This is an optimization exercise on Yosys and OpenROAD, whose aim is small area and a short achievable clock period, not a production implementation.
The RTL was checked by simulation tests, not by an equivalence proof against the original design.
Power is estimated from default activity; no workload was simulated.

File: flow/config.mk
export PLATFORM = sky130hd
export DESIGN_NAME = breakout_top
export DESIGN_NICKNAME = breakout_top
export VERILOG_FILES = /design/flow/design.v
export SDC_FILE = /design/flow/constraint.sdc
export NUM_CORES = 4
export LEC_CHECK = 0
export CAP_MARGIN = 20
export CORE_MARGIN = 2
export CORE_UTILIZATION = 40
export CTS_BUF_LIST = sky130_fd_sc_hd__clkbuf_8
export SLEW_MARGIN = 20
File: flow/constraint.sdc
create_clock -name core_clock -period 14.0 [get_ports {clk}]
set_input_delay 2.8000 -clock core_clock [delete_from_list [all_inputs] [get_ports {clk}]]
set_output_delay 2.8000 -clock core_clock [all_outputs]
set_load 0.01 [all_outputs]
File: flow/design.v
`timescale 1ns/1ns
module breakout_top (
    input  logic        clk,
    input  logic        rst,
    input  logic [3:0]  ctrl,      
    input  logic        vsync,
    input  logic [20:0] px,        
    output logic [23:0] rgb,       
    output logic        started,
    output logic        over
);
    logic vsync_q, step;
    logic ball_lost;
    always_ff @(posedge clk or negedge rst) begin
        if (!rst) begin
            vsync_q <= 1'b0;
            step    <= 1'b0;
            started <= 1'b0;
            over    <= 1'b0;
        end else begin
            vsync_q <= vsync;
            step    <= vsync & ~vsync_q & started & ~over & ~ctrl[0];
            if (ctrl[3]) started <= 1'b1;
            if (step && ball_lost) over <= 1'b1;
        end
    end
    logic [9:0] padl;            
    logic [9:0] bx, by;          
    logic [3:0] vx;              
    logic [1:0] vym1;            
    logic       dx, dy;          
    logic [4:0] hxp;             
    logic [24:0] alive;
    assign ball_lost = by >= 10'd427;
    logic [9:0] padl_n;
    always_comb begin
        logic [7:0] moved;
        moved  = padl[9:2] + (ctrl[2] ? 8'hFF : 8'h01);
        padl_n = padl;
        if (ctrl[2])      padl_n = (padl > 10'd228) ? {moved, padl[1:0]} : 10'd224;
        else if (ctrl[1]) padl_n = (padl < 10'd484) ? {moved, padl[1:0]} : 10'd488;
    end
    logic [4:0] hx;              
    logic [4:0] hy;              
    logic [24:0] hit;
    logic [4:0] colhit;
    logic bounce_x, bounce_y;
    always_comb begin
        for (int c = 0; c < 5; c++)
            hx[c] = (bx >= 10'(248 + 50 * c)) && (bx <= 10'(300 + 50 * c));
        for (int r = 0; r < 5; r++)
            hy[r] = (by >= 10'(103 + 20 * r)) && (by <= 10'(130 + 20 * r));
        for (int r = 0; r < 5; r++)
            for (int c = 0; c < 5; c++)
                hit[r*5+c] = alive[r*5+c] & hy[r] & hx[c];
        for (int c = 0; c < 5; c++)
            colhit[c] = hit[c] | hit[5+c] | hit[10+c] | hit[15+c] | hit[20+c];
        bounce_x = |(colhit & ~hxp);
        bounce_y = |(colhit & hxp);
    end
    logic        paddle_hit;
    logic [10:0] u;
    logic [6:0]  ul;
    logic [3:0]  angle;
    logic [1:0]  angle_vym1;
    always_comb begin
        u  = {1'b0, bx} - {1'b0, padl};
        ul = u[6:0];
        paddle_hit = (by >= 10'd414) && (by <= 10'd425) && (u[10:7] == 4'd0) && (ul <= 7'd80);
        angle = 4'd8;
        for (int i = 7; i >= 0; i--)
            if (ul >= 7'(38 - 4 * i) && ul <= 7'(42 + 4 * i)) angle = 4'(i);
        if (ul >= 7'd30 && ul <= 7'd50)      angle_vym1 = 2'd3;
        else if (ul >= 7'd18 && ul <= 7'd62) angle_vym1 = 2'd2;
        else if (ul >= 7'd10 && ul <= 7'd70) angle_vym1 = 2'd1;
        else                                 angle_vym1 = 2'd0;
    end
    logic [9:0] bx_n, by_n;
    logic [3:0] vx_n;
    logic [1:0] vym1_n;
    logic       dx_n, dy_n;
    always_comb begin
        bx_n = ((bx ^ {10{~dx}}) + {6'd0, vx}) ^ {10{~dx}};
        by_n = ((by ^ {10{~dy}}) + {7'd0, 3'(vym1) + 3'd1}) ^ {10{~dy}};
        vx_n = vx;
        vym1_n = vym1;
        dx_n = dx;
        dy_n = dy;
        if (bx <= 10'd230)      dx_n = 1'b1;
        else if (bx >= 10'd562) dx_n = 1'b0;
        if (by <= 10'd95)       dy_n = 1'b1;
        else if (by >= 10'd427) dy_n = 1'b0;
        if (paddle_hit) begin
            by_n   = 10'd413;
            dy_n   = 1'b0;
            dx_n   = ul > 7'd40;
            vx_n   = angle;
            vym1_n = angle_vym1;
        end
        if (bounce_x) dx_n = ~dx;
        if (bounce_y) dy_n = ~dy;
    end
    always_ff @(posedge clk or negedge rst) begin
        if (!rst) begin
            padl  <= 10'd331;
            bx    <= 10'd371;
            by    <= 10'd286;
            vx    <= 4'd0;
            vym1  <= 2'd1;
            dx    <= 1'b1;
            dy    <= 1'b1;
            hxp   <= 5'b00100;
            alive <= '1;
        end else if (step) begin
            padl  <= padl_n;
            bx    <= bx_n;
            by    <= by_n;
            vx    <= vx_n;
            vym1  <= vym1_n;
            dx    <= dx_n;
            dy    <= dy_n;
            hxp   <= hx;
            alive <= alive & ~hit;
        end
    end
    logic [9:0] qx, qy;
    logic       act;
    assign qx  = px[20:11];
    assign qy  = px[10:1];
    assign act = px[0];
    logic border, on_ball, on_paddle;
    logic [4:0] pcol, prow;
    logic okx, oky, okp;
    logic [3:0] dx4, dy4;
    localparam logic [255:0] DISC =
        256'hf83ff83ff83ff01fe00f00010000000000000001e00ff01ff83ff83ff83ffc7f;
    logic [6:0] tl;
    near16 u_nx (.a(qx), .b(bx), .ok(okx), .d(dx4));
    near16 u_ny (.a(qy), .b(by), .ok(oky), .d(dy4));
    near128 u_np (.a(qx), .b(padl), .ok(okp), .d(tl));
    always_comb begin
        border = (qx >= 10'd221) && (qx <= 10'd570) && (qy >= 10'd86) && (qy <= 10'd435) &&
                 !((qx >= 10'd224) && (qx <= 10'd567) && (qy >= 10'd89) && (qy <= 10'd432));
        on_ball = okx & oky & DISC[{dx4, dy4}];
        on_paddle = okp & (((qy == 10'd420) && tl <= 7'd80) ||
                           ((qy >= 10'd417 && qy <= 10'd423 && qy != 10'd420) && tl >= 7'd1 && tl <= 7'd79) ||
                           ((qy == 10'd416 || qy == 10'd424) && tl >= 7'd2 && tl <= 7'd78) ||
                           ((qy == 10'd415 || qy == 10'd425) && tl >= 7'd5 && tl <= 7'd75));
        for (int c = 0; c < 5; c++)
            pcol[c] = qx >= 10'(254 + 50 * c) && qx <= 10'(293 + 50 * c);
        for (int r = 0; r < 5; r++)
            prow[r] = qy >= 10'(109 + 20 * r) && qy <= 10'(123 + 20 * r) &&
                      |(pcol & alive[r*5 +: 5]);
    end
    logic       playing;
    logic [3:0] bgc, bgc_q;      
    logic       bl_q, pd_q;
    always_comb begin
        playing = act & started & ~over & ~border;
        if (!act)          bgc = 4'd0;
        else if (!started) bgc = 4'd1;
        else if (over)     bgc = 4'd2;
        else if (border)   bgc = 4'd3;
        else               bgc = {|prow, prow[4], prow[2] | prow[3], prow[1] | prow[3]};
    end
    always_ff @(posedge clk or negedge rst) begin
        if (!rst) begin
            bgc_q <= 4'd0;
            bl_q  <= 1'b0;
            pd_q  <= 1'b0;
        end else begin
            bgc_q <= bgc;
            bl_q  <= playing & on_ball;
            pd_q  <= playing & on_paddle;
        end
    end
    always_comb begin
        if (bl_q)      rgb = 24'hFF0000;
        else if (pd_q) rgb = 24'hFFFFFF;
        else begin
            case (bgc_q)
                4'd1:    rgb = 24'h202040;
                4'd2:    rgb = 24'h800000;
                4'd3:    rgb = 24'h4BA3C3;
                4'd8:    rgb = 24'hFFADAD;
                4'd9:    rgb = 24'hFDFFB6;
                4'd10:   rgb = 24'hCAFFBF;
                4'd11:   rgb = 24'h9BF6FF;
                4'd12:   rgb = 24'hBDB2FF;
                default: rgb = 24'h000000;
            endcase
        end
    end
endmodule
module near16 (
    input  logic [9:0] a,
    input  logic [9:0] b,
    output logic       ok,
    output logic [3:0] d
);
    logic [4:0] l;
    logic [6:0] ah, bh, x;
    logic zr, on;
    always_comb begin
        begin
            logic [3:0] g, p;
            logic [4:0] bw;
            g = ~a[3:0] & b[3:0];
            p = ~(a[3:0] ^ b[3:0]);
            bw[0] = 1'b0;
            bw[1] = g[0];
            bw[2] = g[1] | (p[1] & g[0]);
            bw[3] = g[2] | (p[2] & g[1]) | (p[2] & p[1] & g[0]);
            bw[4] = g[3] | (p[3] & g[2]) | (p[3] & p[2] & g[1]) | (p[3] & p[2] & p[1] & g[0]);
            l = {bw[4], ~p ^ bw[3:0]};
        end
        d  = l[3:0];
        ah = {1'b0, a[9:4]};
        bh = ~{1'b0, b[9:4]};
        x  = ah ^ bh;
        zr = 1'b1;
        on = 1'b1;
        for (int i = 1; i < 7; i++) begin
            zr &= x[i] == (ah[i-1] | bh[i-1]);
            on &= x[i] == ~(ah[i-1] & bh[i-1]);
        end
        zr &= x[0] == ~l[4];
        on &= x[0] == l[4];
        ok = d[3] ? on : zr;
    end
endmodule
module near128 (
    input  logic [9:0] a,
    input  logic [9:0] b,
    output logic       ok,
    output logic [6:0] d
);
    logic [7:0] l;
    logic [2:0] ah, bh;
    always_comb begin
        begin
            logic [6:0] g, p;
            logic [7:0] bw;
            g = ~a[6:0] & b[6:0];
            p = ~a[6:0] | b[6:0];
            bw[0] = 1'b0;
            bw[1] = (g[0]);
            bw[2] = (g[0] & p[1]) |
                    (g[1]);
            bw[3] = (g[0] & p[1] & p[2]) |
                    (g[1] & p[2]) |
                    (g[2]);
            bw[4] = (g[0] & p[1] & p[2] & p[3]) |
                    (g[1] & p[2] & p[3]) |
                    (g[2] & p[3]) |
                    (g[3]);
            bw[5] = (g[0] & p[1] & p[2] & p[3] & p[4]) |
                    (g[1] & p[2] & p[3] & p[4]) |
                    (g[2] & p[3] & p[4]) |
                    (g[3] & p[4]) |
                    (g[4]);
            bw[6] = (g[0] & p[1] & p[2] & p[3] & p[4] & p[5]) |
                    (g[1] & p[2] & p[3] & p[4] & p[5]) |
                    (g[2] & p[3] & p[4] & p[5]) |
                    (g[3] & p[4] & p[5]) |
                    (g[4] & p[5]) |
                    (g[5]);
            bw[7] = (g[0] & p[1] & p[2] & p[3] & p[4] & p[5] & p[6]) |
                    (g[1] & p[2] & p[3] & p[4] & p[5] & p[6]) |
                    (g[2] & p[3] & p[4] & p[5] & p[6]) |
                    (g[3] & p[4] & p[5] & p[6]) |
                    (g[4] & p[5] & p[6]) |
                    (g[5] & p[6]) |
                    (g[6]);
            l = {bw[7], a[6:0] ^ b[6:0] ^ bw[6:0]};
        end
        d  = l[6:0];
        ah = a[9:7];
        bh = b[9:7];
        ok = l[7] ? (ah == bh + 3'd1 && bh != 3'd7) : (ah == bh);
    end
endmodule
File: flow/flow/run.sh
#!/bin/bash
# Standard layout, with the port buffers made from buf_2 cells instead of the default pick.
set -euo pipefail
bash standard.sh "BUFFER_PORTS_ARGS=-buffer_cell sky130_fd_sc_hd__buf_2" finish > standard_make.log 2>&1
File: flow/standard.sh
#!/bin/bash
# synth_recipe.tcl (not shown) runs the flow's synth.tcl, then flattens the netlist and writes it again
# the make line also repeats each setting of config.mk as NAME=value (left out here)
make -C /OpenROAD-flow-scripts/flow DESIGN_CONFIG=/design/flow/config.mk WORK_HOME=/design/flow/orfs CLKGATE_MAP_FILE= SYNTH_SCRIPT=/design/flow/synth_recipe.tcl "${@:-finish}"
==> out/results.ini, run 1 <==
[pwr]
power_uw=1492
leakage_uw=0.003574
p_seq_frac=0.251
max-vdd-ir-drop_v=0.00007861
p_sw_uw=748.6
internal-power_uw=743.0
p_per_area_mw_per_mm2=174.9
combPwrFrac=0.612
clock_power_share=0.137
p_sw_frac=0.5019

[run]
drv_cap=0

[floorplanning]
dieArea_mm2=0.02093
fp-row-count=51
core-area_mm2=0.01946
die_x_um=144.7
ioPinCount=54
die_y_um=144.7
start_util=0.4068

[route]
drtIter0Drc=573
wl_per_cell_um=17.55
dr.pass1.iters=8
routed_wl_mm=22.14
drcViolationCount=0
vias_per_cell=5.773
vias=7280
ant_nets=0

[yosys]
syn-cell-area_mm2=0.007916
synth_top_area_frac=0.1460
ys_async_sr_fraction=1.000
synth_warnings=3
seq_area_frac_synth=0.2504
synthTopCellsByArea=dfstp_2 (15%), ha_1 (11%), dfrtp_1 (10%)
synth_nets=1083
synthTopCellsByCount=nand2_1 (89), inv_1 (73), ha_1 (70)
yosysTopAreaCell=dfstp_2
synth_ff_type=dfstp_2
yosys_register_bits=77
syn_area_per_cell_um2=8.094
syn_inst=978
synth-edff-count=0
yosysUniqueCellTypes=91
synth_most_common_cell=nand2_1

[sta]
fin_tns_setup_ns=0
skew_ns=0.02375
setup_ws_ns=8.897
period_share=0.3645
fmax_mhz=196.0
grt_setup_unrepaired=no
period_needed_ns=5.103
final-hold-violation-count=0
relSlewSlack=0.3461
tightest_slew_ns=0.9743
setup_viol=0
drv_slew=0

[critical_path]
required_ns=14.25
path_max_fanout=10
cpMostUsedCell=inv_1
startpoint_type=input pin
crit_chain=buf_2 -> inv_1 -> ha_1 -> inv_1 -> a21oi_1 -> o21bai_1 -> nor2b_1 -> mux2i_1 -> or3_1 -> or2_2 -> o2111ai_1 -> a311oi_1
worstSetupPathType=input pin to register
worstSetupEndpointType=register
arrival_ns=5.35
slowest_delay_ns=0.41
critPathSlowestCell=or3_1

[global_route]
grt_antenna_before_repair=1
globalRouteTotalUtil=0.2130
grt_pass1_vias=6513
grt_pass1_wl_mm=34.91
grt.overflow.total=0
grt_max_degree=71

[cells_and_area]
post-route-util=0.4383
area_growth_pct=7.745
nNetsFinal=1095
design_area_mm2=0.008529
layout-drive-gt1-share=0.1427

[placement]
place.gp.congestion=0.9574
place_area_mm2=0.008294
io_buffers=53
dpl_worst_slack_ns=8.518
dpl.hpwl_mm=16.90

[cts]
clock-sinks=77
numCtsBuffers=9
clkLatencyLatePin_ns=0.39
clkTransAtPathRegs_ns=0.09
cts_tree=yes
clk_path_buf_depth=2
cts_resized=0
cts_root_buf=clkbuf_8
post_cts_buffers=0
htreeDepth=3
cts_hold_buf=0

[hold_path]
hp-class=register to register

[status]
status=timing/DRC/antenna clean

-- power groups by stage --
stage	registers (uW)	clock network [uW]	logic, uW
after floorplan	301	0	773
after global placement	377	0	904
after detailed placement	376	0	906
after CTS	372	207	912
after global routing	383	215	1030
final	374	205	913
-- registers in the layout (all words and copies together) (netlist names) --
signal and cells:
dx 1, vx 4, hxp 5, bgc_q 4, padl 9, started 1, bl_q 1, vym1 2
dy 1, by 10, vsync_q 1, bx 10, pd_q 1, over 1, alive 25, step 1
-- logic make-up (layout without fill, tap and decap cells) --
family          count (synthesis)  after routing  share of synthesized area
flops                          77             77                     0.2504
mux                            11             11                    0.01723
fa+ha+maj                      77             77                     0.1283
buf+inv                       129            146                    0.06591
compound gates                309            309                     0.2685
other cells                     0              1                          0
xor+xnor                       72             72                    0.08061
simple gates                  303            303                     0.1890
-- layout by cell type (no fill, tap or decap), types with 24 or more instances in the layout --
cell      count
nand2_1      89
a21boi_0     24
ha_1         70
a21oi_1      68
dfrtp_1      33
nor2_1       65
xnor2_1      53
dfstp_2      44
nor3_1       32
inv_1        73
nand3_1      30
buf_2        52
o21ai_0      57
-- through the flow --
step,std cells,hold slack (ns)
floorplan,978,0.4475
global placement,1244,0.4691
detailed placement,1244,0.4686
CTS,1260,0.4822
global route,1260,0.4892
finish,1261,0.4800
-- cell type report --
class	instances	area, um2
fill	1945	10930
multi-input combinational	772	5418
sequential	77	1982
tap	265	331.6
timing repair buffer	56	290.3
inverter	74	277.8
clock buffer	9	123.9
clock inverter	7	103.9
antenna	1	2.502
-- path summary, 6_finish.rpt --
kind                                 startpoint                   end  slack (ns)  cells after the start
max in group asynchronous                   rst     bx[7]$_DFFE_PN0P_       10.61                      2
min                        alive[3]$_DFFE_PN1P_  alive[3]$_DFFE_PN1P_        0.48                      1
min in group asynchronous                   rst        step$_DFF_PN0_        2.21                      1
max reg2reg                 padl[0]$_DFFE_PN1P_     vx[3]$_DFFE_PN0P_        9.90                     10
max                                      px[12]        pd_q$_DFF_PN0_        8.90                     12
min reg2reg                alive[3]$_DFFE_PN1P_  alive[3]$_DFFE_PN1P_        0.48                      1
-- metal layers --
layer	GRT usage	vias up	routed length, um
met1	0.2957	3415	10390
li1	-	3588	-
met4	0.07614	0	530
met3	0.02435	33	1182
met2	0.3435	244	10030
met5	0	-	0
-- worst max-delay path: cells and delay by family --
family,cells,cell delay (ns)
compound gates,4,0.74
mux,1,0.12
buf+inv,3,0.37
simple gates,3,1.11
fa+ha+maj,1,0.21
==> run 2, diff against run 1 <==
--- a/flow/config.mk
+++ b/flow/config.mk
@@ -7,6 +7,6 @@
 export LEC_CHECK = 0
 export CAP_MARGIN = 20
 export CORE_MARGIN = 2
-export CORE_UTILIZATION = 40
+export CORE_UTILIZATION = 60
 export CTS_BUF_LIST = sky130_fd_sc_hd__clkbuf_8
 export SLEW_MARGIN = 20
==> out/results.ini, run 2 <==
[status]
status=timing/DRC/antenna clean

[yosys]
ys_async_sr_fraction=1.000  ; unchanged
syn-cell-area_mm2=0.007916  ; unchanged
synth_nets=1083  ; unchanged
synth_compound_area_frac=0.2685  ; unchanged
synthAdderAreaFrac=0.1283  ; unchanged
yosysTopAreaCell=dfstp_2
synth-xor-area-share=0.08061  ; unchanged
yosys_register_bits=77  ; unchanged
synthTopCellsByArea=dfstp_2 (15%), ha_1 (11%), dfrtp_1 (10%)
syn_inst=978  ; unchanged
synth_top_family_by_area=compound AO/OA/AOI/OAI gates
synth.area.mux_share=0.01723  ; unchanged
synth_top_area_frac=0.1460  ; unchanged
seq_area_frac_synth=0.2504  ; unchanged
synthTopCellsByCount=nand2_1 (89), inv_1 (73), ha_1 (70)
synth_most_common_cell=nand2_1
syn_area_per_cell_um2=8.094  ; unchanged
synth-edff-count=0  ; unchanged
synth_warnings=3  ; unchanged
synth_ff_type=dfstp_2
yosysUniqueCellTypes=91  ; unchanged
synthSimpleGateAreaFrac=0.1890  ; unchanged

[global_route]
globalRouteTotalUtil=0.3197  ; +0.1067
grt.overflow.total=0  ; unchanged
grt_pass1_vias=7199  ; +11%
grt_pass1_wl_mm=36.20  ; +3.7%
grt_max_degree=78  ; +9.9%
grt_antenna_before_repair=0  ; -1

[cts]
htreeDepth=3  ; unchanged
post_cts_buffers=0  ; unchanged
clkLatencyLatePin_ns=0.39  ; about the same
clk_path_buf_depth=2  ; unchanged
cts_resized=0  ; unchanged
numCtsBuffers=9  ; unchanged
cts_tree=yes
clkTransAtPathRegs_ns=0.10  ; about the same
cts_root_buf=clkbuf_8
clock-sinks=77  ; unchanged
cts_hold_buf=0  ; unchanged

[cells_and_area]
antenna_cells=0  ; -1
largest_register=alive
stdcell_count=1166  ; -7.5%
layout-drive-gt1-share=0.1419  ; -0.0008625
final_common_cell=nand2_1
post-route-util=0.6553  ; +0.2171
area_growth_pct=5.737
layout_top_registers=alive (25), bx (10), by (10)
design_area_mm2=0.008371  ; -1.9%
nNetsFinal=1094  ; -0.091%
fillCellCount=1067  ; -45%
largest_reg_flops=25  ; unchanged
layout_common_cells=nand2_1 (89), inv_1 (73), ha_1 (70)

[placement]
place_inst=1150  ; -7.6%
place_area_mm2=0.008170  ; -1.5%
place.gp.congestion=0.8915  ; -6.9%
dpl.hpwl_mm=16.88  ; -0.11%
dpl_worst_slack_ns=8.516  ; -0.002550 ns
io_buffers=53  ; unchanged

[sta]
grt_setup_unrepaired=no
setup_viol=0  ; unchanged
skew_ns=0.01414  ; -0.009607 ns
fin_tns_setup_ns=0  ; unchanged
final-hold-violation-count=0  ; unchanged
tightest_slew_ns=1.011  ; +0.03703 ns
setup_ws_ns=8.882  ; -0.01529 ns
drv_slew=0  ; unchanged
relSlewSlack=0.3213  ; -0.02485
fmax_mhz=195.4  ; -0.30%
period_needed_ns=5.118  ; +0.01529 ns
period_share=0.3656  ; +0.001092

[route]
ant_nets=0  ; unchanged
vias=7658  ; +5.2%
routed_wl_mm=22.18  ; +0.19%
drtIter0Drc=699  ; +22%
vias_per_cell=6.568  ; +14%
dr.pass1.iters=5  ; -3
drcViolationCount=0  ; unchanged
wl_per_cell_um=19.02  ; +8.3%

[critical_path]
worstSetupEndpointType=register
arrival_ns=5.39  ; +0.04 ns
worstSetupPathType=input pin to register
startpoint_type=input pin
path_max_fanout=5  ; -5
required_ns=14.27  ; +0.02 ns

[pwr]
leakage_uw=0.003556  ; -0.50%
max-vdd-ir-drop_v=0.0002321  ; +200%
p_per_area_mw_per_mm2=177.0  ; +1.2%

[floorplanning]
die_y_um=118.9  ; -18%
start_util=0.6197  ; +0.2130
die_x_um=118.9  ; -18%
fp-row-count=41  ; -20%
dieArea_mm2=0.01413  ; -33%
core-area_mm2=0.01277  ; -34%
ioPinCount=54  ; unchanged

[hold_path]
hp-class=register to register

[run]
drv_cap=0  ; unchanged

==> run 2: cell counts after synthesis <==
Identical to the previous run, type by type.
==> run 2: layout make-up <==
class,count,area (um2),share of cell area
clock inverters,6,53.80,0.006428
inverters,74,277.8,0.03318
multi-input cells,772,5418,0.6472
well taps,172,215.2,0.02571
repair buffers,55,286.5,0.03423
clock buffers,10,137.6,0.01644
flip-flops and latches,77,1982,0.2368
==> run 2: path summary, 6_finish.rpt <==
path	startpoint	to	slack, ns	depth (start not counted)
max	px[2]	bl_q$_DFF_PN0_	8.88	11
min	alive[3]$_DFFE_PN1P_	alive[3]$_DFFE_PN1P_	0.48	1
max reg2reg	padl[0]$_DFFE_PN1P_	vx[3]$_DFFE_PN0P_	10.06	10
min reg2reg	alive[3]$_DFFE_PN1P_	alive[3]$_DFFE_PN1P_	0.48	1
max in group asynchronous	rst	bx[3]$_DFFE_PN0P_	11.07	1
min in group asynchronous	rst	padl[4]$_DFFE_PN0P_	2.40	1
==> run 2: stage by stage <==
step	hold slack (ns)	power [uW]
2_1_floorplan	0.4475	1074
3_3_place_gp	0.4600	1251
3_5_place_dp	0.4629	1287
4_1_cts	0.4779	1465
5_1_grt	0.4864	1609
6_report	0.4812	1482
==> run 2: layer usage <==
metal	wire [um]	vias to the layer above	track usage
met4	707	0	0.1250
met1	9641	3637	0.4263
met5	0	-	0
met3	1635	48	0.06082
li1	-	3604	-
met2	10190	369	0.5136
==> run 2: report_power, final <==
| group | internal [uW] | leakage [uW] | switching, uW |
|---|---|---|---|
| logic | 374 | 0.00257 | 556 |
| registers | 267 | 0.000887 | 113 |
| clock network | 72.6 | 0.000101 | 99.6 |
| total | 713 | 0.00356 | 769 |
==> run 2: critical path: stages <==
cell and delay [ns]:
buf_2 0.12, inv_1 0.15, ha_1 0.26, a21o_1 0.16, a21oi_1 0.39, xnor2_1 0.30, nand2_1 0.17, o21ai_0 0.12
a41oi_1 0.13, mux4_2 0.47, nor4_1 0.33
==> run 2: logic make-up (layout without fill, tap and decap cells) <==
family | count (synthesis) | in the layout
adders and majority gates | 77 | 77
muxes | 11 | 11
DFF | 77 | 77
xor gates and xnor gates | 72 | 72
AOI/OAI and AO/OA | 309 | 309
buffers and inverters | 129 | 145
and+or+nand+nor | 303 | 303
==> run 3, diff against run 2 <==
==> flow/flow/run.sh (replaced) <==
#!/bin/bash
# Standard layout, with the port buffers made from buf_4 cells instead of the default pick.
set -euo pipefail
bash standard.sh "BUFFER_PORTS_ARGS=-buffer_cell sky130_fd_sc_hd__buf_4" finish > standard_make.log 2>&1
--- a/flow/config.mk
+++ b/flow/config.mk
@@ -7,6 +7,5 @@
 export LEC_CHECK = 0
 export CAP_MARGIN = 20
 export CORE_MARGIN = 2
-export CORE_UTILIZATION = 60
-export CTS_BUF_LIST = sky130_fd_sc_hd__clkbuf_8
+export CORE_UTILIZATION = 40
 export SLEW_MARGIN = 20
==> out/results.ini, run 3 <==
[critical_path]
timing.rr.start=padl[0]$_DFFE_PN1P_
crit_chain=buf_4 -> inv_1 -> ha_1 -> inv_1 -> a21oi_1 -> o21bai_1 -> nor2b_1 -> mux2i_1 -> or3_1 -> or2_2 -> o2111ai_1 -> a311oi_1
required_ns=14.22  ; -0.05 ns
arrival_ns=5.22  ; -0.17 ns
critPathSlowestCell=or3_1
startpoint_type=input pin
slowest_delay_ns=0.41  ; -0.06 ns
r2r_end=vx[3]$_DFFE_PN0P_
cpMostUsedCell=inv_1
r2r_cells=10  ; unchanged
path_max_fanout=10  ; +5
worstSetupEndpointType=register
worstSetupPathType=input pin to register
r2r_slack_ns=10.32  ; +0.26 ns

[hold_path]
holdPathStages=1  ; unchanged
hold_end=alive[3]$_DFFE_PN1P_
worstHoldStart=alive[3]$_DFFE_PN1P_
hp-class=register to register

[cells_and_area]
largest_register=alive
area_growth_pct=10.53
post-route-util=0.4496  ; -0.2057
layout-drive-gt1-share=0.1436  ; +0.001723
final_common_cell=nand2_1
layout_top_registers=alive (25), bx (10), by (10)
largest_reg_flops=25  ; unchanged
layout_common_cells=nand2_1 (89), inv_1 (73), ha_1 (70)
stdcell_count=1262  ; +8.2%
nNetsFinal=1096  ; +0.18%

[yosys]
synth_compound_area_frac=0.2685  ; unchanged
seq_area_frac_synth=0.2504  ; unchanged
yosysUniqueCellTypes=91  ; unchanged
synthSimpleGateAreaFrac=0.1890  ; unchanged
synthTopCellsByArea=dfstp_2 (15%), ha_1 (11%), dfrtp_1 (10%)
syn_area_per_cell_um2=8.094  ; unchanged
synth_top_area_frac=0.1460  ; unchanged
yosys_register_bits=77  ; unchanged
synth-xor-area-share=0.08061  ; unchanged
synthAdderAreaFrac=0.1283  ; unchanged
ys_async_sr_fraction=1.000  ; unchanged
yosysTopAreaCell=dfstp_2
synth-edff-count=0  ; unchanged
synth_nets=1083  ; unchanged
synth_warnings=3  ; unchanged
synth_most_common_cell=nand2_1
syn_inst=978  ; unchanged
syn-cell-area_mm2=0.007916  ; unchanged
synth.area.mux_share=0.01723  ; unchanged
synth_top_family_by_area=compound AO/OA/AOI/OAI gates
synthTopCellsByCount=nand2_1 (89), inv_1 (73), ha_1 (70)
synth_ff_type=dfstp_2

[global_route]
globalRouteTotalUtil=0.2160  ; -0.1038
grt_max_degree=60  ; -23%
grt_pass1_vias=6759  ; -6.1%
grt_antenna_before_repair=1  ; +1
grt.overflow.total=0  ; unchanged
grt_pass1_wl_mm=35.47  ; -2.0%

[run]
drv_cap=0  ; unchanged

[pwr]
power_uw=1546  ; +4.3%
p_per_area_mw_per_mm2=176.6  ; -0.22%
leakage_uw=0.003638  ; +2.3%
max-vdd-ir-drop_v=0.00009638  ; -58%

[sta]
fmax_mhz=199.7  ; +2.2%
setup_viol=0  ; unchanged
period_share=0.3576  ; -0.007941
fin_tns_setup_ns=0  ; unchanged
relSlewSlack=0.3787  ; +0.05742
tightest_slew_ns=0.9258  ; -0.08555 ns
period_needed_ns=5.007  ; -0.1112 ns
whs_ns=0.4863  ; +0.005170 ns
drv_slew=0  ; unchanged
final-hold-violation-count=0  ; unchanged
skew_ns=0.007570  ; -0.006571 ns
grt_setup_unrepaired=no

[route]
highest_layer=met4
wl_per_cell_um=17.52  ; -7.9%
routed_wl_mm=22.12  ; -0.28%
dr.pass1.iters=5  ; unchanged
drcViolationCount=0  ; unchanged
routed-wl-met3_mm=1.288  ; -21%
ant_nets=0  ; unchanged
route.met2.wl_mm=9.966  ; -2.2%
drtIter0Drc=629  ; -10%
drt-met1-wl_mm=10.19  ; +5.7%
vias_per_cell=5.831  ; -11%
vias=7359  ; -3.9%

[placement]
io_buffers=53  ; unchanged
place.gp.congestion=0.9291  ; +4.2%
place_inst=1245  ; +8.3%
dpl.hpwl_mm=17.10  ; +1.3%

[cts]
cts_hold_buf=0  ; unchanged
cts_resized=0  ; unchanged
cts_root_buf=clkbuf_16
clock-sinks=77  ; unchanged
clkLatencyLatePin_ns=0.35  ; -0.04 ns
clk_path_buf_depth=2  ; unchanged
cts_tree=yes
numCtsBuffers=9  ; unchanged
post_cts_buffers=0  ; unchanged
htreeDepth=3  ; unchanged
clkTransAtPathRegs_ns=0.07  ; -0.03 ns

[floorplanning]
die_y_um=144.7  ; +22%
core-area_mm2=0.01946  ; +52%
die_x_um=144.7  ; +22%
dieArea_mm2=0.02093  ; +48%
ioPinCount=54  ; unchanged
fp-row-count=51  ; +24%
start_util=0.4068  ; -0.2130

[status]
status=timing/DRC/antenna clean

[run 3: cell families after synthesis]
group / after synthesis
xor gates and xnor gates: 72
and+or+nand+nor: 303
DFF: 77
AOI/OAI and AO/OA: 309
buffers and inverters: 129
muxes: 11
adders and majority gates: 77
[run 3: stage by stage]
stage                     area (um2)  setup WS (ns)
after floorplan                 7916          8.880
after global placement          8432          8.717
after detailed placement        8432          8.628
after CTS                       8742          8.991
after global routing            8747          8.830
final                           8750          8.993
[run 3: layout make-up]
class / instances / area (um2)
multi-input cells: 772 / 5418
inverters: 74 / 277.8
clock inverters: 6 / 71.32
fillers: 1951 / 10710
well taps: 265 / 331.6
repair buffers: 57 / 427.9
flip-flops and latches: 77 / 1982
diodes: 1 / 2.502
clock buffers: 10 / 239.0
[run 3: critical path, delay by kind of cell]
family | cells | cell delay [ns]
AO/OA/AOI/OAI | 4 | 0.67
adder cells (fa/ha/maj) | 1 | 0.21
buffers and inverters | 3 | 0.30
multiplexers | 1 | 0.12
AND/OR/NAND/NOR | 3 | 1.11
[run 3: routing by layer]
metal | up-vias | global-route usage
li1 | 3609 | -
met1 | 3488 | 0.2969
met2 | 227 | 0.3447
met4 | 0 | 0.08993
met5 | - | 0
met3 | 35 | 0.02567
[run 3: how the worst max path moves through the flow]
stage | start | end | slack, ns | depth (start not counted)
after detailed placement | px[16] | bgc_q[0]$_DFF_PN0_ | 8.63 | 8
after CTS | px[16] | bgc_q[0]$_DFF_PN0_ | 8.99 | 8
after floorplan | px[13] | pd_q$_DFF_PN0_ | 8.88 | 10
after global routing | px[12] | pd_q$_DFF_PN0_ | 8.83 | 12
final | px[12] | pd_q$_DFF_PN0_ | 8.99 | 12
after global placement | px[12] | pd_q$_DFF_PN0_ | 8.72 | 12
[run 3: power breakdown]
part / internal (uW) / switching, uW / total [uW]
registers: 267 / 109 / 376
logic: 380 / 541 / 922
clock network: 145 / 104 / 248
==> run 4, diff against run 3 <==
==> flow/flow/run.sh (replaced) <==
#!/bin/bash
# Standard layout, with buf_2 port buffers and timing repair aiming for 9.8 ns of setup slack.
set -euo pipefail
bash standard.sh "BUFFER_PORTS_ARGS=-buffer_cell sky130_fd_sc_hd__buf_2" SETUP_SLACK_MARGIN=9.8 finish > standard_make.log 2>&1
--- a/flow/config.mk
+++ b/flow/config.mk
@@ -7,5 +7,6 @@
 export LEC_CHECK = 0
 export CAP_MARGIN = 20
 export CORE_MARGIN = 2
-export CORE_UTILIZATION = 40
+export CORE_UTILIZATION = 60
+export CTS_BUF_LIST = sky130_fd_sc_hd__clkbuf_8
 export SLEW_MARGIN = 20
==> out/results.ini, run 4 <==
[cells_and_area]
stdcell_count=1200  ; -4.9%
layout_top_registers=alive (25), bx (10), by (10)
nNetsFinal=1127  ; +2.8%
post-route-util=0.7238  ; +0.2742
layout_common_cells=nand2_1 (85), inv_1 (61), nor2_1 (60)
layout.area.seq_mm2=0.001988  ; +0.32%
fillCellCount=1006  ; -48%
area_growth_pct=16.79
final_common_cell=nand2_1
layout-drive-gt1-share=0.2522  ; +0.1086
design_area_mm2=0.009245  ; +5.7%
largest_reg_flops=25  ; unchanged
largest_register=alive
multi_input_area_mm2=0.005922  ; +9.3%

[placement]
dpl.hpwl_mm=16.77  ; -1.9%
place_inst=1150  ; -7.6%
place.gp.congestion=0.8965  ; -3.5%
place_area_mm2=0.008414  ; -0.21%
io_buffers=53  ; unchanged

[global_route]
grt.overflow.total=0  ; unchanged
use_met1=0.4464  ; +0.1495
grt_pass1_wl_mm=37.05  ; +4.5%
use_met2=0.5090  ; +0.1643
grt_max_degree=78  ; +30%
grt_antenna_before_repair=1  ; unchanged
grt_pass1_vias=7329  ; +8.4%
busiest_layer=met2
globalRouteTotalUtil=0.3257  ; +0.1098
use_met3=0.06130  ; +0.03564

[sta]
whs_ns=0.4732  ; -0.01312 ns
final-hold-violation-count=0  ; unchanged
tightest_slew_ns=1.019  ; +0.09345 ns
period_needed_ns=4.581  ; -0.4265 ns
period_share=0.3272  ; -0.03047
skew_ns=0.01344  ; +0.005867 ns
relSlewSlack=0.3160  ; -0.06272
grt_setup_unrepaired=yes
setup_viol=0  ; unchanged
drv_slew=0  ; unchanged
fmax_mhz=218.3  ; +9.3%
fin_tns_setup_ns=0  ; unchanged

[cts]
htreeDepth=3  ; unchanged
clkTransAtPathRegs_ns=0.09  ; +0.02 ns
cts_tree=yes
cts_hold_buf=0  ; unchanged
clkLatencyLatePin_ns=0.39  ; +0.04 ns
cts_root_buf=clkbuf_8
numCtsBuffers=9  ; unchanged
clk_path_buf_depth=2  ; unchanged
clock-sinks=77  ; unchanged

[critical_path]
arrival_ns=4.83  ; -0.39 ns
worstSetupPathType=input pin to register
worstSetupEndpointType=register
path_max_fanout=10  ; unchanged
crit_family=simple AND/OR/NAND/NOR gates
required_ns=14.25  ; +0.03 ns
critPathSlowestCell=or3_4
startpoint_type=input pin
slowest_delay_ns=0.39  ; -0.02 ns
crit_chain=buf_6 -> inv_2 -> ha_1 -> inv_1 -> a21oi_2 -> o21bai_4 -> nor2b_4 -> mux2i_1 -> or3_4 -> or2_4 -> o2111ai_2 -> a311oi_2
path_buf_inv=3  ; unchanged

[status]
status=timing/DRC/antenna clean

[yosys]
synth_most_common_cell=nand2_1
synthTopCellsByArea=dfstp_2 (15%), ha_1 (11%), dfrtp_1 (10%)
synthTopCellsByCount=nand2_1 (89), inv_1 (73), ha_1 (70)
seq_area_frac_synth=0.2504  ; unchanged
synth_warnings=3  ; unchanged
synth_ff_type=dfstp_2
synth_nets=1083  ; unchanged
synth-edff-count=0  ; unchanged
yosys_register_bits=77  ; unchanged
yosysUniqueCellTypes=91  ; unchanged
ys_async_sr_fraction=1.000  ; unchanged
syn-cell-area_mm2=0.007916  ; unchanged
synth_top_area_frac=0.1460  ; unchanged
syn_area_per_cell_um2=8.094  ; unchanged
yosysTopAreaCell=dfstp_2
syn_inst=978  ; unchanged

[floorplanning]
start_util=0.6197  ; +0.2130
core-area_mm2=0.01277  ; -34%
die_x_um=118.9  ; -18%
ioPinCount=54  ; unchanged
dieArea_mm2=0.01413  ; -33%
die_y_um=118.9  ; -18%
fp-row-count=41  ; -20%

[route]
drtIter0Drc=879  ; +40%
dr.pass1.iters=6  ; +1
vias=7817  ; +6.2%
vias_per_cell=6.514  ; +12%
routed_wl_mm=23.16  ; +4.7%
ant_nets=0  ; unchanged
wl_per_cell_um=19.30  ; +10%
drcViolationCount=0  ; unchanged

[pwr]
leakage_uw=0.003822  ; +5.1%
max-vdd-ir-drop_v=0.0001817  ; +89%
p_per_area_mw_per_mm2=176.5  ; about the same

[run]
drv_cap=0  ; unchanged

[hold_path]
hp-class=register to register

## run 4: cell counts after synthesis
No cell type changed its count.
## run 4: where the power goes
group | total, uW | switching, uW | internal [uW]
clock network | 184 | 97.3 | 86.6
registers | 378 | 111 | 267
logic | 1070 | 611 | 459
## run 4: repair_timing
| action | in CTS | in global routing |
|---|---|---|
| resized for setup | 53 | 44 |
| setup endpoints to repair | 33 | 33 |
| cloned | 0 | 0 |
| setup buffers | 22 | 11 |
| pin swaps | 33 | 26 |
## run 4: through the flow
step | worst slack (ns) | power, uW
final | 9.419 | 1631
after global routing | 9.332 | 1759
after CTS | 9.415 | 1550
after detailed placement | 8.865 | 1322
after global placement | 8.966 | 1280
after floorplan | 9.307 | 1124
## run 4: path summary, 6_finish.rpt
kind                                           start                    to  cells after the start  slack, ns
max in group asynchronous                        rst        bl_q$_DFF_PN0_                      1      10.76
worst min register to register  alive[1]$_DFFE_PN1P_  alive[1]$_DFFE_PN1P_                      1       0.47
worst max-delay path                          px[12]        pd_q$_DFF_PN0_                     12       9.42
min in group asynchronous                        rst   padl[4]$_DFFE_PN0P_                      1       2.55
worst max register to register   padl[0]$_DFFE_PN1P_   vym1[1]$_DFFE_PN0P_                     10       9.98
worst min-delay path            alive[1]$_DFFE_PN1P_  alive[1]$_DFFE_PN1P_                      1       0.47
## run 4: logic make-up (layout without fill, tap and decap cells)
group,after synthesis,count (layout),share of synthesized area
multiplexers,11,11,0.01723
flip-flops,77,77,0.2504
XOR/XNOR,72,72,0.08061
buffers and inverters,129,178,0.06591
AO/OA/AOI/OAI,309,309,0.2685
AND/OR/NAND/NOR,303,303,0.1890
adder cells (fa/ha/maj),77,77,0.1283
other,0,1,0
## run 4: cell type report
| class | instances | share of cell area |
|---|---|---|
| clock inverters | 7 | 0.009474 |
| inverters | 74 | 0.03126 |
| repair buffers | 88 | 0.06672 |
| clock buffers | 9 | 0.01340 |
| flip-flops and latches | 77 | 0.2150 |
| diodes | 1 | 0.0002707 |
| well taps | 172 | 0.02328 |
| multi-input cells | 772 | 0.6405 |
## run 4: layer usage
metal  vias up  routed length, um
li1       3650                  -
met1      3767              10130
met2       341              10630
met3        59               1561
met4         0                837
met5         -                  0
==> run 5, diff against run 4 <==
==> flow/flow/run.sh (replaced) <==
#!/bin/bash
# Standard layout, with buf_2 port buffers and timing repair aiming for 10.5 ns of setup slack.
set -euo pipefail
bash standard.sh "BUFFER_PORTS_ARGS=-buffer_cell sky130_fd_sc_hd__buf_2" SETUP_SLACK_MARGIN=10.5 finish > standard_make.log 2>&1
==> out/results.ini, run 5 <==
[floorplanning]
die_x_um=118.9  ; unchanged
start_util=0.6197  ; unchanged
ioPinCount=54  ; unchanged
die_y_um=118.9  ; unchanged
fp-row-count=41  ; unchanged
core-area_mm2=0.01277  ; unchanged
dieArea_mm2=0.01413  ; unchanged

[cts]
cts_root_buf=clkbuf_8
clkTransAtPathRegs_ns=0.08  ; about the same
clkLatencyLatePin_ns=0.39  ; about the same
numCtsBuffers=9  ; unchanged
clock-sinks=77  ; unchanged
htreeDepth=3  ; unchanged
clk_path_buf_depth=2  ; unchanged
cts_tree=yes

[critical_path]
path_max_fanout=5  ; -5
worstSetupPathType=input pin to register
worstSetupEndpointType=register
required_ns=14.27  ; +0.02 ns
startpoint_type=input pin
crit_chain=buf_2 -> inv_1 -> ha_2 -> fa_2 -> xor2_2 -> nand2_1 -> o21ai_1 -> a41oi_1 -> mux4_2 -> nor4_2
critPathSlowestCell=mux4_2
arrival_ns=4.95  ; +0.12 ns
slowest_delay_ns=0.48  ; +0.09 ns

[cells_and_area]
largest_register=alive
final_common_cell=nand2_1
antenna_cells=0  ; -1
nNetsFinal=1158  ; +2.8%
layout_common_cells=nand2_1 (85), buf_4 (61), inv_1 (57)
layout-drive-gt1-share=0.3157  ; +0.06350
layout_top_registers=alive (25), bx (10), by (10)
largest_reg_flops=25  ; unchanged
design_area_mm2=0.009822  ; +6.2%
area_growth_pct=24.07

[global_route]
grt_pass1_vias=7813  ; +6.6%
grt.overflow.total=0  ; unchanged
grt_pass1_wl_mm=39.63  ; +7.0%
grt_max_degree=78  ; unchanged
grt_antenna_before_repair=0  ; -1
globalRouteTotalUtil=0.3474  ; +0.02172

[sta]
final-hold-violation-count=0  ; unchanged
setup_viol=0  ; unchanged
period_needed_ns=4.682  ; +0.1016 ns
fmax_mhz=213.6  ; -2.2%
period_share=0.3344  ; +0.007256
fin_tns_setup_ns=0  ; unchanged
setup_ws_ns=9.318  ; -0.1016 ns
drv_slew=0  ; unchanged
relSlewSlack=0.4241  ; +0.1082
grt_setup_unrepaired=yes
skew_ns=0.02101  ; +0.007576 ns
tightest_slew_ns=0.8638  ; -0.1554 ns

[yosys]
synth_top_area_frac=0.1460  ; unchanged
synthTopCellsByCount=nand2_1 (89), inv_1 (73), ha_1 (70)
syn_inst=978  ; unchanged
seq_area_frac_synth=0.2504  ; unchanged
syn_area_per_cell_um2=8.094  ; unchanged
synth_nets=1083  ; unchanged
synth_most_common_cell=nand2_1
yosys_register_bits=77  ; unchanged
yosysTopAreaCell=dfstp_2
synthTopCellsByArea=dfstp_2 (15%), ha_1 (11%), dfrtp_1 (10%)
synth-edff-count=0  ; unchanged
yosysUniqueCellTypes=91  ; unchanged
syn-cell-area_mm2=0.007916  ; unchanged
ys_async_sr_fraction=1.000  ; unchanged
synth_ff_type=dfstp_2
synth_warnings=3  ; unchanged

[route]
drtIter0Drc=684  ; -22%
dr.pass1.iters=6  ; unchanged
routed_wl_mm=24.96  ; +7.8%
ant_nets=0  ; unchanged
drcViolationCount=0  ; unchanged
vias_per_cell=6.598  ; +1.3%
wl_per_cell_um=20.29  ; +5.2%
vias=8115  ; +3.8%

[hold_path]
hp-class=register to register

[placement]
place_area_mm2=0.008568  ; +1.8%
dpl_worst_slack_ns=8.868  ; +0.002690 ns
io_buffers=53  ; unchanged
place.gp.congestion=0.9130  ; +1.8%
dpl.hpwl_mm=17.12  ; +2.1%

[pwr]
max-vdd-ir-drop_v=0.0003085  ; +70%
p_per_area_mw_per_mm2=179.4  ; +1.7%
leakage_uw=0.004028  ; +5.4%
power_uw=1762  ; +8.0%

[run]
drv_cap=0  ; unchanged

[status]
status=timing/DRC/antenna clean

-- run 5: metrics by stage --
stage | hold WS (ns) | utilization | instances
detailed placement | 0.4632 | 0.6708 | 1150
finish | 0.4790 | 0.7689 | 1230
global route | 0.4933 | 0.7689 | 1230
floorplan | 0.4475 | - | 978
CTS | 0.4762 | 0.7428 | 1210
global placement | 0.4600 | 0.6708 | 1150
-- run 5: area by class of cell --
cell class | count | area [um2]
Timing Repair Buffer | 118 | 905.9
Inverter | 74 | 307.8
Multi-Input combinational cell | 773 | 6177
Sequential cell | 77 | 2006
Clock inverter | 7 | 86.33
Tap cell | 172 | 215.2
Clock buffer | 9 | 123.9
Fill cell | 879 | 2952
-- run 5: power breakdown --
part,total [uW],switching (uW),leakage (uW),internal (uW)
logic,1190,676,0.00305,519
clock network,187,100,0.000105,86.7
registers,381,113,0.000874,268
total,1760,889,0.00403,874
-- run 5: what timing repair did --
item,4_1_cts,5_1_grt
pin swaps,43,43
setup endpoints to repair,54,50
hold buffers,0,0
resized for setup,95,40
cloned,0,1
buffers inserted,44,19
-- run 5: metal layers --
metal / track usage / wire, um
met1: 0.4514 / 10220
met2: 0.5693 / 11860
met3: 0.06226 / 1771
met4: 0.1481 / 1112
met5: 0 / 0
-- run 5: logic make-up after synthesis --
group / synth area share
adder cells (fa/ha/maj): 0.1283
AO/OA/AOI/OAI: 0.2685
AND/OR/NAND/NOR: 0.1890
XOR/XNOR: 0.08061
flip-flops: 0.2504
buffers and inverters: 0.06591
multiplexers: 0.01723
-- run 5: path summary, 6_finish.rpt --
check | start | end | slack [ns] | cells past startpoint
worst max-delay path | px[1] | bl_q$_DFF_PN0_ | 9.32 | 10
worst min-delay path | alive[4]$_DFFE_PN1P_ | alive[4]$_DFFE_PN1P_ | 0.48 | 1
worst max register to register | bx[0]$_DFFE_PN1P_ | vx[3]$_DFFE_PN0P_ | 10.54 | 12
worst min register to register | alive[4]$_DFFE_PN1P_ | alive[4]$_DFFE_PN1P_ | 0.48 | 1
max in group asynchronous | rst | bl_q$_DFF_PN0_ | 10.99 | 1
min in group asynchronous | rst | padl[7]$_DFFE_PN0P_ | 2.44 | 1
-- run 5: worst max-delay path, delay by kind of cell --
family | cells | cell delay, ns
buf+inv | 2 | 0.19
mux | 1 | 0.48
compound gates | 2 | 0.26
xor+xnor | 1 | 0.33
simple gates | 2 | 0.34
fa+ha+maj | 2 | 0.55
==> run 6, diff against run 5 <==
==> flow/flow/run.sh (replaced) <==
#!/bin/bash
# Standard layout, with buf_2 port buffers and timing repair aiming for 9.6 ns of setup slack.
set -euo pipefail
bash standard.sh "BUFFER_PORTS_ARGS=-buffer_cell sky130_fd_sc_hd__buf_2" SETUP_SLACK_MARGIN=9.6 finish > standard_make.log 2>&1
==> out/results.ini, run 6 <==
[yosys]
synthTopCellsByArea=dfstp_2 (15%), ha_1 (11%), dfrtp_1 (10%)
syn_area_per_cell_um2=8.094  ; unchanged
synth_ff_type=dfstp_2
synth_compound_area_frac=0.2685  ; unchanged
synth-edff-count=0  ; unchanged
syn-cell-area_mm2=0.007916  ; unchanged
synthSimpleGateAreaFrac=0.1890  ; unchanged
synth_warnings=3  ; unchanged
synthAdderAreaFrac=0.1283  ; unchanged
seq_area_frac_synth=0.2504  ; unchanged
ys_async_sr_fraction=1.000  ; unchanged
syn_inst=978  ; unchanged
synthTopCellsByCount=nand2_1 (89), inv_1 (73), ha_1 (70)
synth.area.mux_share=0.01723  ; unchanged
yosysTopAreaCell=dfstp_2
synth-xor-area-share=0.08061  ; unchanged
synth_most_common_cell=nand2_1
yosysUniqueCellTypes=91  ; unchanged
synth_nets=1083  ; unchanged
synth_top_family_by_area=compound AO/OA/AOI/OAI gates
synth_top_area_frac=0.1460  ; unchanged
yosys_register_bits=77  ; unchanged

[cells_and_area]
nNetsFinal=1124  ; -2.9%
stdcell_count=1196  ; -2.8%
layout-drive-gt1-share=0.2451  ; -0.07057
antenna_cells=0  ; unchanged
largest_register=alive
final_common_cell=nand2_1
area_growth_pct=15.92
layout_top_registers=alive (25), bx (10), by (10)
layout_common_cells=nand2_1 (85), nor2_1 (62), inv_1 (60)
largest_reg_flops=25  ; unchanged

[sta]
skew_ns=0.02199  ; +0.0009776 ns
tightest_slew_ns=1.011  ; +0.1470 ns
period_share=0.3272  ; -0.007206
setup_viol=0  ; unchanged
period_needed_ns=4.581  ; -0.1009 ns
grt_setup_unrepaired=yes
fmax_mhz=218.3  ; +2.2%
drv_slew=0  ; unchanged
final-hold-violation-count=0  ; unchanged
relSlewSlack=0.3216  ; -0.1025
fin_tns_setup_ns=0  ; unchanged

[placement]
place.gp.congestion=0.9253  ; +1.3%
io_buffers=53  ; unchanged
dpl.hpwl_mm=17.35  ; +1.4%
place_inst=1150  ; unchanged

[route]
routed_wl_mm=24.08  ; -3.5%
ant_nets=0  ; unchanged
vias_per_cell=6.593  ; about the same
wl_per_cell_um=20.14  ; -0.77%
drcViolationCount=0  ; unchanged
dr.pass1.iters=6  ; unchanged
drtIter0Drc=785  ; +15%
vias=7885  ; -2.8%

[critical_path]
arrival_ns=4.87  ; -0.08 ns
startpoint_type=input pin
worstSetupPathType=input pin to register
r2r_cells=10  ; -2
path_max_fanout=5  ; unchanged
required_ns=14.29  ; +0.02 ns
worstSetupEndpointType=register

[cts]
cts_tree=yes
htreeDepth=3  ; unchanged
clock-sinks=77  ; unchanged
clk_path_buf_depth=2  ; unchanged
clkTransAtPathRegs_ns=0.09  ; about the same
cts_root_buf=clkbuf_8
clkLatencyLatePin_ns=0.40  ; about the same
numCtsBuffers=9  ; unchanged
cts_hold_buf=0  ; unchanged

[global_route]
grt_pass1_vias=7356  ; -5.8%
grt_pass1_wl_mm=37.78  ; -4.7%
grt.overflow.total=0  ; unchanged
grt_max_degree=78  ; unchanged
globalRouteTotalUtil=0.3318  ; -0.01564
grt_antenna_before_repair=0  ; unchanged

[status]
status=timing/DRC/antenna clean

[floorplanning]
core-area_mm2=0.01277  ; unchanged
ioPinCount=54  ; unchanged
dieArea_mm2=0.01413  ; unchanged
die_y_um=118.9  ; unchanged
fp-row-count=41  ; unchanged
start_util=0.6197  ; unchanged
die_x_um=118.9  ; unchanged

[pwr]
leakage_uw=0.003766  ; -6.5%
p_per_area_mw_per_mm2=181.7  ; +1.3%
power_uw=1668  ; -5.4%
max-vdd-ir-drop_v=0.0002097  ; -32%

[hold_path]
hp-class=register to register
holdPathStages=1  ; unchanged

[run]
drv_cap=0  ; unchanged

run 6: cell counts after synthesis:
Identical to the previous run, type by type.
run 6: kinds of logic after synthesis:
logic type	count (synthesis)
compound gates	309
flops	77
fa+ha+maj	77
xor+xnor	72
mux	11
simple gates	303
buf+inv	129
run 6: layout make-up:
type | instances | area, um2
fill | 958 | 3597
clock buffer | 9 | 123.9
tap | 172 | 215.2
inverter | 74 | 294.0
multi-input combinational | 772 | 5911
clock inverter | 7 | 63.81
timing repair buffer | 85 | 580.6
sequential | 77 | 1988
run 6: final timing paths:
check / from / endpoint / slack [ns]
worst max-delay path: px[2] / bl_q$_DFF_PN0_ / 9.42
worst min-delay path: alive[4]$_DFFE_PN1P_ / alive[4]$_DFFE_PN1P_ / 0.48
worst max register to register: padl[0]$_DFFE_PN1P_ / vx[3]$_DFFE_PN0P_ / 9.87
worst min register to register: alive[4]$_DFFE_PN1P_ / alive[4]$_DFFE_PN1P_ / 0.48
max in group asynchronous: rst / bgc_q[2]$_DFF_PN0_ / 11.05
min in group asynchronous: rst / started$_DFFE_PN0P_ / 2.44
run 6: stage by stage:
stage	instance area, um2	utilization	hold WS, ns	setup slack (ns)
final	9176	0.7184	0.4777	9.419
after global routing	9176	0.7184	0.4845	9.375
after CTS	8843	0.6923	0.4760	9.400
after detailed placement	8333	0.6524	0.4595	8.853
after global placement	8333	0.6524	0.4547	8.958
after floorplan	8124	-	0.4475	9.307
run 6: report_power, final:
| part | internal (uW) | switching [uW] |
|---|---|---|
| Clock | 68.7 | 104 |
| Sequential | 267 | 118 |
| Combinational | 475 | 636 |
run 6: timing repair:
item | CTS | global route
pin swaps | 24 | 35
setup endpoints to repair | 22 | 25
setup buffers | 13 | 17
gates resized for setup | 61 | 46
run 6: worst max-delay path, cell delays in order:
cell and delay [ns]:
buf_8 0.08, clkinvlp_4 0.10, buf_4 0.15, fa_2 0.52, buf_4 0.18, nor4bb_4 0.31, a211oi_1 0.07, mux4_2 0.47
nor4_1 0.17
run 6: per-layer routing:
layer / global-route usage / up-vias / share of wire
li1: - / 3652 / -
met1: 0.4260 / 3816 / 0.42
met2: 0.5521 / 347 / 0.48
met3: 0.06657 / 70 / 0.069
met4: 0.1243 / 0 / 0.034
met5: 0 / - / 0
==> run 7, diff against run 6 <==
==> flow/flow/run.sh (replaced) <==
#!/bin/bash
# Standard layout, with buf_2 port buffers and timing repair aiming for 9.4 ns of setup slack.
set -euo pipefail
bash standard.sh "BUFFER_PORTS_ARGS=-buffer_cell sky130_fd_sc_hd__buf_2" SETUP_SLACK_MARGIN=9.4 finish > standard_make.log 2>&1
--- a/flow/config.mk
+++ b/flow/config.mk
@@ -7,6 +7,6 @@
 export LEC_CHECK = 0
 export CAP_MARGIN = 20
 export CORE_MARGIN = 2
-export CORE_UTILIZATION = 60
+export CORE_UTILIZATION = 75
 export CTS_BUF_LIST = sky130_fd_sc_hd__clkbuf_8
 export SLEW_MARGIN = 20
==> out/results.ini, run 7 <==
[status]
status=timing/DRC/antenna clean

[global_route]
grt_max_degree=78  ; unchanged
grt.overflow.total=0  ; unchanged
globalRouteTotalUtil=0.4070  ; +0.07524
use_met1=0.5427  ; +0.1167
use_met2=0.6561  ; +0.1040
busiest_layer=met2
grt_pass1_vias=7641  ; +3.9%
grt_pass1_wl_mm=36.96  ; -2.2%
use_met3=0.05410  ; -0.01247
grt_antenna_before_repair=0  ; unchanged

[yosys]
ys_async_sr_fraction=1.000  ; unchanged
synth_warnings=3  ; unchanged
synth_most_common_cell=nand2_1
synth_ff_type=dfstp_2
synth-edff-count=0  ; unchanged
yosysTopAreaCell=dfstp_2
seq_area_frac_synth=0.2504  ; unchanged
synth_top_area_frac=0.1460  ; unchanged
synthTopCellsByArea=dfstp_2 (15%), ha_1 (11%), dfrtp_1 (10%)
syn_area_per_cell_um2=8.094  ; unchanged
synthTopCellsByCount=nand2_1 (89), inv_1 (73), ha_1 (70)
yosysUniqueCellTypes=91  ; unchanged
syn-cell-area_mm2=0.007916  ; unchanged
yosys_register_bits=77  ; unchanged
synth_nets=1083  ; unchanged
syn_inst=978  ; unchanged

[cells_and_area]
layout_top_registers=alive (25), bx (10), by (10)
largest_reg_flops=25  ; unchanged
final_common_cell=nand2_1
layout.area.seq_mm2=0.001988  ; unchanged
layout-drive-gt1-share=0.2107  ; -0.03438
largest_register=alive
multi_input_area_mm2=0.005786  ; -2.1%
area_growth_pct=11.24
layout_common_cells=nand2_1 (88), inv_1 (67), ha_1 (62)
antenna_cells=0  ; unchanged
nNetsFinal=1106  ; -1.6%
fillCellCount=611  ; -36%

[sta]
relSlewSlack=0.3328  ; +0.01121
tightest_slew_ns=1.001  ; -0.01003 ns
final-hold-violation-count=0  ; unchanged
skew_ns=0.01464  ; -0.007354 ns
period_share=0.3393  ; +0.01205
whs_ns=0.4782  ; +0.0005400 ns
fmax_mhz=210.5  ; -3.6%
setup_viol=0  ; unchanged
fin_tns_setup_ns=0  ; unchanged
drv_slew=0  ; unchanged
grt_setup_unrepaired=yes
period_needed_ns=4.750  ; +0.1686 ns

[run]
drv_cap=0  ; unchanged

[route]
routed_wl_mm=24.66  ; +2.4%
drtIter0Drc=1322  ; +68%
vias=8283  ; +5.0%
drcViolationCount=0  ; unchanged
wl_per_cell_um=21.59  ; +7.2%
dr.pass1.iters=9  ; +3
ant_nets=0  ; unchanged
vias_per_cell=7.253  ; +10%

[cts]
clock-sinks=77  ; unchanged
htreeDepth=3  ; unchanged
clkLatencyLatePin_ns=0.37  ; -0.03 ns
cts_tree=yes
cts_root_buf=clkbuf_8
clk_path_buf_depth=2  ; unchanged
clkTransAtPathRegs_ns=0.10  ; about the same
numCtsBuffers=9  ; unchanged

[placement]
io_buffers=53  ; unchanged
dpl.hpwl_mm=16.97  ; -2.2%
place.gp.congestion=1.007  ; +8.8%

[pwr]
p_per_area_mw_per_mm2=184.8  ; +1.7%
leakage_uw=0.003664  ; -2.7%
max-vdd-ir-drop_v=0.0002347  ; +12%

[critical_path]
crit_family=simple AND/OR/NAND/NOR gates
cpMostUsedCell=nand2_1
critPathSlowestCell=ha_1
worstSetupStartpoint=px[15]
required_ns=14.24  ; -0.05 ns
worstSetupEndpointType=register
slowest_delay_ns=0.49  ; -0.03 ns
path_max_fanout=11  ; +6
crit_chain=buf_2 -> inv_2 -> ha_1 -> nor4b_1 -> nand2_1 -> o41ai_1 -> or3_1 -> nand2_1 -> o311ai_1 -> a311oi_2
path_buf_inv=2  ; -2
r2r_cells=10  ; unchanged
timing.rr.start=padl[0]$_DFFE_PN1P_
arrival_ns=4.99  ; +0.12 ns
worstSetupPathType=input pin to register
startpoint_type=input pin
crit_cells=10  ; +1

[floorplanning]
dieArea_mm2=0.01139  ; -19%
ioPinCount=54  ; unchanged
core-area_mm2=0.01028  ; -20%
die_y_um=106.7  ; -10%
die_x_um=106.7  ; -10%
start_util=0.7703  ; +0.1505
fp-row-count=37  ; -9.8%

[hold_path]
hp-class=register to register
holdPathStages=1  ; unchanged
worstHoldStart=alive[3]$_DFFE_PN1P_

-- run 7: repair_timing --
action / 4_1_cts / 5_1_grt
buffers inserted: 7 / 6
endpoints found under the setup margin: 15 / 17
hold buffers: 0 / 0
pin swaps: 12 / 16
gates resized for setup: 24 / 44
-- run 7: area by class of cell --
cell class	instances	share of cell area
tap	136	0.01932
multi-input combinational	772	0.6570
clock inverter	7	0.006678
clock buffer	9	0.01407
sequential	77	0.2258
timing repair buffer	67	0.04518
inverter	74	0.03197
-- run 7: logic make-up after synthesis --
kind of cell	synth area share
xor+xnor	0.08061
fa+ha+maj	0.1283
buf+inv	0.06591
simple gates	0.1890
compound gates	0.2685
mux	0.01723
flops	0.2504
-- run 7: final timing paths --
path,endpoint,slack (ns)
max in group asynchronous,bl_q$_DFF_PN0_,10.70
setup reg to reg,vx[3]$_DFFE_PN0P_,9.95
hold / removal,alive[3]$_DFFE_PN1P_,0.48
hold reg to reg,alive[3]$_DFFE_PN1P_,0.48
min in group asynchronous,padl[4]$_DFFE_PN0P_,2.55
setup / recovery,pd_q$_DFF_PN0_,9.25
-- run 7: routing by layer --
| layer | routed length [um] | share of wire | up-vias |
|---|---|---|---|
| met1 | 9346 | 0.38 | 3858 |
| met2 | 11350 | 0.46 | 654 |
| met5 | 0 | 0 | - |
| met4 | 1323 | 0.054 | 0 |
| li1 | - | - | 3623 |
| met3 | 2642 | 0.11 | 148 |
-- run 7: report_power, final --
part	switching (uW)	leakage, uW	total [uW]	internal [uW]
combinational	646	0.00269	1080	434
clock	97.7	0.0000921	165	67.2
sequential	116	0.000879	383	267
-- run 7: through the flow --
step / cell area [um2] / setup WS (ns) / std cells / total power [uW] / util
global placement: 8230 / 8.964 / 1113 / 1259 / 0.8008
finish: 8806 / 9.250 / 1142 / 1627 / 0.8568
detailed placement: 8235 / 8.801 / 1113 / 1322 / 0.8013
global route: 8806 / 9.174 / 1142 / 1729 / 0.8568
CTS: 8561 / 9.367 / 1136 / 1518 / 0.8330
floorplan: 8065 / 9.307 / 978 / 1111 / -
==> run 8, diff against run 7 <==
--- a/flow/config.mk
+++ b/flow/config.mk
@@ -7,6 +7,6 @@
 export LEC_CHECK = 0
 export CAP_MARGIN = 20
 export CORE_MARGIN = 2
-export CORE_UTILIZATION = 75
+export CORE_UTILIZATION = 60
 export CTS_BUF_LIST = sky130_fd_sc_hd__clkbuf_8
 export SLEW_MARGIN = 20
==> out/results.ini, run 8 <==
[status]
status=timing/DRC/antenna clean

[cts]
clock-sinks=77  ; unchanged
htreeDepth=3  ; unchanged
cts_tree=yes
clkLatencyLatePin_ns=0.38  ; about the same
clk_path_buf_depth=2  ; unchanged
numCtsBuffers=9  ; unchanged
cts_root_buf=clkbuf_8
clkTransAtPathRegs_ns=0.09  ; about the same

[yosys]
yosysUniqueCellTypes=91  ; unchanged
synthAdderAreaFrac=0.1283  ; unchanged
synth_top_family_by_area=compound AO/OA/AOI/OAI gates
syn_area_per_cell_um2=8.094  ; unchanged
synthSimpleGateAreaFrac=0.1890  ; unchanged
seq_area_frac_synth=0.2504  ; unchanged
yosys_register_bits=77  ; unchanged
yosysTopAreaCell=dfstp_2
syn_inst=978  ; unchanged
synthTopCellsByCount=nand2_1 (89), inv_1 (73), ha_1 (70)
synth_most_common_cell=nand2_1
synth_top_area_frac=0.1460  ; unchanged
synth_compound_area_frac=0.2685  ; unchanged
synthTopCellsByArea=dfstp_2 (15%), ha_1 (11%), dfrtp_1 (10%)
synth-edff-count=0  ; unchanged
synth_warnings=3  ; unchanged
ys_async_sr_fraction=1.000  ; unchanged
synth.area.mux_share=0.01723  ; unchanged
synth_ff_type=dfstp_2
synth_nets=1083  ; unchanged
synth-xor-area-share=0.08061  ; unchanged
syn-cell-area_mm2=0.007916  ; unchanged

[cells_and_area]
post-route-util=0.6908  ; -0.1661
largest_reg_flops=25  ; unchanged
largest_register=alive
layout_top_registers=alive (25), bx (10), by (10)
nNetsFinal=1109  ; +0.27%
final_common_cell=nand2_1
layout-drive-gt1-share=0.2032  ; -0.007564
fillCellCount=1047  ; +71%
layout_common_cells=nand2_1 (87), inv_1 (66), a21oi_1 (62), ha_1 (62), nor2_1 (61)
layout.area.seq_mm2=0.001987  ; about the same
multi_input_area_mm2=0.005720  ; -1.1%
area_growth_pct=11.46

[sta]
relSlewSlack=0.3564  ; +0.02363
fmax_mhz=214.3  ; +1.8%
setup_viol=0  ; unchanged
period_needed_ns=4.667  ; -0.08339 ns
tightest_slew_ns=0.9596  ; -0.04122 ns
final-hold-violation-count=0  ; unchanged
period_share=0.3333  ; -0.005956
fin_tns_setup_ns=0  ; unchanged
drv_slew=0  ; unchanged
grt_setup_unrepaired=yes
skew_ns=0.01369  ; -0.0009425 ns
whs_ns=0.4793  ; +0.001091 ns

[critical_path]
r2r_cells=10  ; unchanged
path_buf_inv=4  ; +2
arrival_ns=4.96  ; -0.03 ns
timing.rr.start=padl[0]$_DFFE_PN1P_
r2r_slack_ns=9.93  ; -0.02 ns
crit_chain=buf_4 -> clkinvlp_4 -> ha_4 -> a21o_1 -> a21oi_4 -> buf_4 -> buf_4 -> nand3_1 -> o21ai_0 -> a32oi_1 -> nor4_1 -> a31oi_1 -> nor4_2
cpMostUsedCell=buf_4
crit_family=compound AO/OA/AOI/OAI gates
critPathSlowestCell=nor4_2
required_ns=14.29  ; +0.05 ns
worstSetupPathType=input pin to register
worstSetupEndpointType=register
path_max_fanout=4  ; -7
startpoint_type=input pin
r2r_end=vx[3]$_DFFE_PN0P_
slowest_delay_ns=0.30  ; -0.19 ns

[floorplanning]
start_util=0.6197  ; -0.1505
fp-row-count=41  ; +11%
ioPinCount=54  ; unchanged
die_x_um=118.9  ; +11%
die_y_um=118.9  ; +11%
dieArea_mm2=0.01413  ; +24%
core-area_mm2=0.01277  ; +24%

[placement]
dpl.hpwl_mm=16.99  ; about the same
place.gp.congestion=0.8945  ; -11%
io_buffers=53  ; unchanged

[route]
routed_wl_mm=22.81  ; -7.5%
drtIter0Drc=699  ; -47%
drcViolationCount=0  ; unchanged
wl_per_cell_um=19.28  ; -11%
ant_nets=0  ; unchanged
vias_per_cell=6.472  ; -11%
vias=7656  ; -7.6%
dr.pass1.iters=5  ; -4

[hold_path]
worstHoldStart=alive[3]$_DFFE_PN1P_
hp-class=register to register
hold_end=alive[3]$_DFFE_PN1P_
holdPathStages=1  ; unchanged

[global_route]
use_met2=0.5079  ; -0.1481
grt_max_degree=78  ; unchanged
grt.overflow.total=0  ; unchanged
use_met3=0.07280  ; +0.01869
globalRouteTotalUtil=0.3195  ; -0.08750
busiest_layer=met2
grt_pass1_vias=7221  ; -5.5%
grt_antenna_before_repair=2  ; +2
use_met1=0.4199  ; -0.1228
grt_pass1_wl_mm=36.30  ; -1.8%

[pwr]
leakage_uw=0.003662  ; about the same
max-vdd-ir-drop_v=0.0002490  ; +6.1%
p_per_area_mw_per_mm2=178.1  ; -3.6%

[run]
drv_cap=0  ; unchanged

==> run 8: cell counts after synthesis <==
Identical to the previous run, type by type.
==> run 8: metal layers <==
layer / vias up / part of all wire
li1: 3617 / -
met1: 3630 / 0.43
met2: 358 / 0.46
met3: 51 / 0.076
met4: 0 / 0.034
met5: - / 0
==> run 8: repair_timing <==
action | CTS | global route
resized for setup | 20 | 36
setup endpoints to repair | 15 | 23
setup buffers | 9 | 5
hold buffers | 0 | 0
pin swaps | 11 | 15
==> run 8: power by group <==
group / total, uW / switching (uW) / internal, uW
combinational: 1030 / 604 / 429
sequential: 381 / 114 / 267
clock: 158 / 92.8 / 64.9
==> run 8: cell families (layout without fill, tap and decap cells) <==
logic type	Yosys count	count (layout)
multiplexers	11	11
XOR/XNOR	72	72
AO/OA/AOI/OAI	309	309
AND/OR/NAND/NOR	303	303
other	0	2
adder cells (fa/ha/maj)	77	77
flip-flops	77	77
buffers and inverters	129	160
==> run 8: cell type report <==
class / instances / share of cell area
Clock inverter: 7 / 0.005814
Inverter: 74 / 0.03233
Timing Repair Buffer: 70 / 0.04935
Antenna cell: 2 / 0.0005672
Multi-Input combinational cell: 772 / 0.6483
Sequential cell: 77 / 0.2252
Clock buffer: 9 / 0.01404
Tap cell: 172 / 0.02439
==> run 8: metrics by stage <==
stage | total power (uW) | worst slack, ns | instances | instance area (um2)
global placement | 1280 | 8.932 | 1150 | 8283
floorplan | 1111 | 9.307 | 978 | 8065
CTS | 1510 | 9.369 | 1175 | 8597
finish | 1571 | 9.333 | 1183 | 8823
global route | 1690 | 9.260 | 1182 | 8821
detailed placement | 1323 | 8.823 | 1150 | 8283
==> run 8: worst max path at each step <==
stage / startpoint / to / depth (start not counted)
floorplan: px[2] / bl_q$_DFF_PN0_ / 10
global placement: px[12] / pd_q$_DFF_PN0_ / 12
detailed placement: px[12] / pd_q$_DFF_PN0_ / 12
CTS: bgc_q[0]$_DFF_PN0_ / rgb[1] / 6
global route: px[2] / bl_q$_DFF_PN0_ / 13
finish: px[2] / bl_q$_DFF_PN0_ / 13
